Context: an optimization exercise on an open-source flow, tuned for small area. The choices shown serve that exercise and are no tape-out recipe. Function was checked by simulation only, so behaviour that the tests miss may differ from the original. Power is estimated from default activity; no workload was simulated.

Setup of job 9391:
==> flow/design.v (excerpt) <==
module axi4_lite_regfile_slave #(
  parameter int ADDRESS    = 32,
  parameter int DATA_WIDTH = 32,
  parameter int NUM_REGS   = 32
) (
  input  logic                    ACLK,
  input  logic                    ARESETN,
  input  logic [ADDRESS-1:0]      S_AWADDR,
  input  logic                    S_AWVALID,
  output logic                    S_AWREADY,
  input  logic [DATA_WIDTH-1:0]   S_WDATA,
  input  logic [DATA_WIDTH/8-1:0] S_WSTRB,
  input  logic                    S_WVALID,
  output logic                    S_WREADY,
  output logic [1:0]              S_BRESP,
  output logic                    S_BVALID,
  input  logic                    S_BREADY,
  input  logic [ADDRESS-1:0]      S_ARADDR,
  input  logic                    S_ARVALID,
  output logic                    S_ARREADY,
  output logic [DATA_WIDTH-1:0]   S_RDATA,
  output logic [1:0]              S_RRESP,
  output logic                    S_RVALID,
  input  logic                    S_RREADY
);
Size: ~2600 cells after synthesis, roughly 1100 flip-flops, roughly 150 I/O pins.
export LEC_CHECK = 0
export CAP_MARGIN = 20
export CORE_MARGIN = 2
export CORE_UTILIZATION = 60
export SLEW_MARGIN = 20
export SYNTH_HIERARCHICAL = 1
create_clock -name core_clock -period 5.0 [get_ports {ACLK}]
standard.sh (not shown) runs the stock make flow with config.mk's settings and CLKGATE_MAP_FILE= SYNTH_SCRIPT=/design/flow/synth_recipe.tcl, a recipe that flattens the netlist after the stock synthesis.
==> flow/flow/run.sh <==
#!/bin/bash
# Standard ORFS layout with three changes: port buffers use buf_1 instead of the default
# delay-buffer cell, and CTS clusters more sinks per leaf buffer without dummy loads.
set -euo pipefail
export BUFFER_PORTS_ARGS="-buffer_cell sky130_fd_sc_hd__buf_1"
export CTS_ARGS="-sink_clustering_enable -repair_clock_nets -dont_use_dummy_load -sink_clustering_size 15 -sink_clustering_max_diameter 60 -buf_list sky130_fd_sc_hd__clkbuf_8"
bash standard.sh finish > make.log 2>&1
Job 9391 | status: complete | timing, DRC, antenna: pass
#### Input delta (job 2832 over job 9391)
Settings: a change of CORE_UTILIZATION from 60 to 75.
Notes after the runs:
Looking at the reports, job 2832 completed the entire flow and the layout it produced met the timing, design-rule and antenna checks. Job 9391 → job 2832: slack of the critical path decreased 0.12 ns, count of final setup violators essentially unchanged, path depth of the worst reg2reg path decreased 1, register fraction of the total cell area increased 0.70 points, via density per instance increased about 7.5%. Net switching share of the total power of job 2832 is on par with job 9391. Between job 2832 and job 9391, the normalized max-slew margin is higher for job 2832. In job 2832, the wire length of the first global-routing pass came out 680 microns above the value in job 9391. Summary: final cell area excluding filler cells, job 2832 better than job 9391. Between job 9391 and job 2832, the power share of the clock group figures differ only marginally.
diff inputs: job 2832 => job 4746
Settings: CORE_UTILIZATION changed from 75 to 60.
==> flow/flow/run.sh <==
#!/bin/bash
# Standard ORFS layout with three changes: port buffers use buf_1 instead of the default
# delay-buffer cell, and CTS clusters more sinks per leaf buffer without dummy loads.
set -euo pipefail
export BUFFER_PORTS_ARGS="-buffer_cell sky130_fd_sc_hd__buf_1"
export CTS_ARGS="-sink_clustering_enable -repair_clock_nets -dont_use_dummy_load -sink_clustering_size 20 -sink_clustering_max_diameter 100"
bash standard.sh finish > make.log 2>&1
Results
met3 layer usage reported by global route on job 4746 is down relative to job 2832.
Timing startpoint of the critical path = pb_q[5]: job 2832; timing startpoint of the critical path = pb_q[1]: job 4746
Core utilization, job 2832 and job 4746, higher one = job 2832.
Sort job 2832 and job 4746 by part of the cycle the worst path needs, ascending, and job 4746 comes first.
Diff job 2832 -> job 4746: power share of the clock group saw an increase; wire length after detailed routing saw an increase; part of the power in combinational logic saw a decrease.
Compared with job 2832, job 4746 shows a lower via count of the routed design.
Diff job 2832 and job 4746: global-route total usage across every layer lower in job 4746
Cell row count: job 2832 and job 4746 compared, higher one is job 4746
Changes in job 5568 relative to job 4746:
Settings: a change of CORE_UTILIZATION from 60 to 75.
==> flow/flow/run.sh <==
#!/bin/bash
# Standard ORFS layout with three changes: port buffers use buf_1 instead of the default
# delay-buffer cell, and CTS clusters more sinks per leaf buffer without dummy loads.
set -euo pipefail
export BUFFER_PORTS_ARGS="-buffer_cell sky130_fd_sc_hd__buf_1"
export CTS_ARGS="-sink_clustering_enable -repair_clock_nets -dont_use_dummy_load -sink_clustering_size 10 -sink_clustering_max_diameter 40 -buf_list sky130_fd_sc_hd__clkbuf_4"
bash standard.sh finish > make.log 2>&1
Findings:
Completing all stages was not enough for job 5568: its layout failed the final checks because of setup timing. [compare] base=job 4746 new=job 5568: non-clock buffer count fell 3; fraction of area in clock buffers and inverters decreased 1.6 points. Compared with job 4746, job 5568 instantiates a smaller number of cells. Diff job 4746 -> job 5568 | sequential cell area share | increase of 1.7 points. First-pass detailed-route iteration total was higher in job 5568 than in job 4746. Job 5568: clock network fraction of total power 4.2 points below job 4746. Compared with job 4746, job 5568 shows a higher number of antenna violations at the first check in global routing. Relative to job 4746, global-route usage has increased by 9.1 points in job 5568.
#### Input delta (job 3778 over job 5568)
==> flow/flow/run.sh <==
#!/bin/bash
# Standard ORFS layout with two changes: port buffers use buf_1 instead of the default
# delay-buffer cell, and CTS uses clkbuf_8 with larger sink clusters and no dummy loads.
set -euo pipefail
export BUFFER_PORTS_ARGS="-buffer_cell sky130_fd_sc_hd__buf_1"
export CTS_ARGS="-sink_clustering_enable -repair_clock_nets -dont_use_dummy_load -sink_clustering_size 18 -sink_clustering_max_diameter 60 -buf_list sky130_fd_sc_hd__clkbuf_8"
bash standard.sh finish > make.log 2>&1
==> comparison <==
- On cell area after layout, job 5568 and job 3778 are basically level.
- Taking job 5568 as the reference point, the maximum frequency of job 3778 rises by about 4%.
- Summary across job 5568 and job 3778: the single failing run is job 5568.
- Diff job 3778..job 5568 | TritonCTS sink count | unchanged
- Job 3778: worst hold slack 0.058 ns above job 5568
> inputs changed (job 3778 -> job 7808)
==> flow/flow/run.sh <==
#!/bin/bash
# Standard ORFS layout with three changes: port buffers use buf_1 instead of the default
# delay-buffer cell, and CTS clusters more sinks per leaf buffer without dummy loads.
set -euo pipefail
export BUFFER_PORTS_ARGS="-buffer_cell sky130_fd_sc_hd__buf_1"
export CTS_ARGS="-sink_clustering_enable -repair_clock_nets -dont_use_dummy_load -sink_clustering_size 20 -sink_clustering_max_diameter 100"
bash standard.sh finish > make.log 2>&1
Notes after the runs:
| clock transition at the register clock pins on the worst setup and hold paths after CTS | job 7808 vs job 3778 | 0.03 ns lower |. Relative to job 3778, routed metal-1 wirelength has gone down in job 7808. Across both runs, minimum clock period after layout was lower for job 7808 than for job 3778. Diff job 7808..job 3778 | post-synthesis cell type count | unchanged. Going from job 3778 to job 7808, count of clock-buffer cells in the layout shrank by more than 10%. In job 7808 the total power consumption of the routed design turned out 5.3% higher than in job 3778. Delta (job 7808 minus job 3778): fill cell total of the finished layout decreased by about 5% relative to the old numbers; leakage dissipation increased by about 1.8% relative to the old numbers.

## separate check: timing with driven ports
How much do the figures lean on ideal ports? The routed layouts below were timed once more, with nothing changed but the port constraints. Step 1 assumes that a clkbuf_16 drives the clock port and a buf_2 every other input. Step 2 also shifts input and output timing later by t, the mid clock arrival at the registers, as if the neighbouring blocks saw the same clock. Three values: ideal ports, drivers, drivers and shift; two values: the first two.
run | t, ns | slack for setup (ns) | clock arrival spread, ns
job 9391 | 0.750 | 0.245 / 0.187 / 0.938 | 0.039 / 0.039
job 2832 | 0.730 | 0.128 / 0.072 / 0.802 | 0.048 / 0.048
job 4746 | 0.698 | 0.276 / 0.214 / 0.912 | 0.048 / 0.047
job 5568 | 0.970 | -0.105 / -0.157 / 0.813 | 0.060 / 0.061
job 3778 | 0.722 | 0.093 / 0.037 / 0.759 | 0.056 / 0.056
job 7808 | 0.689 | 0.122 / 0.063 / 0.752 | 0.054 / 0.054
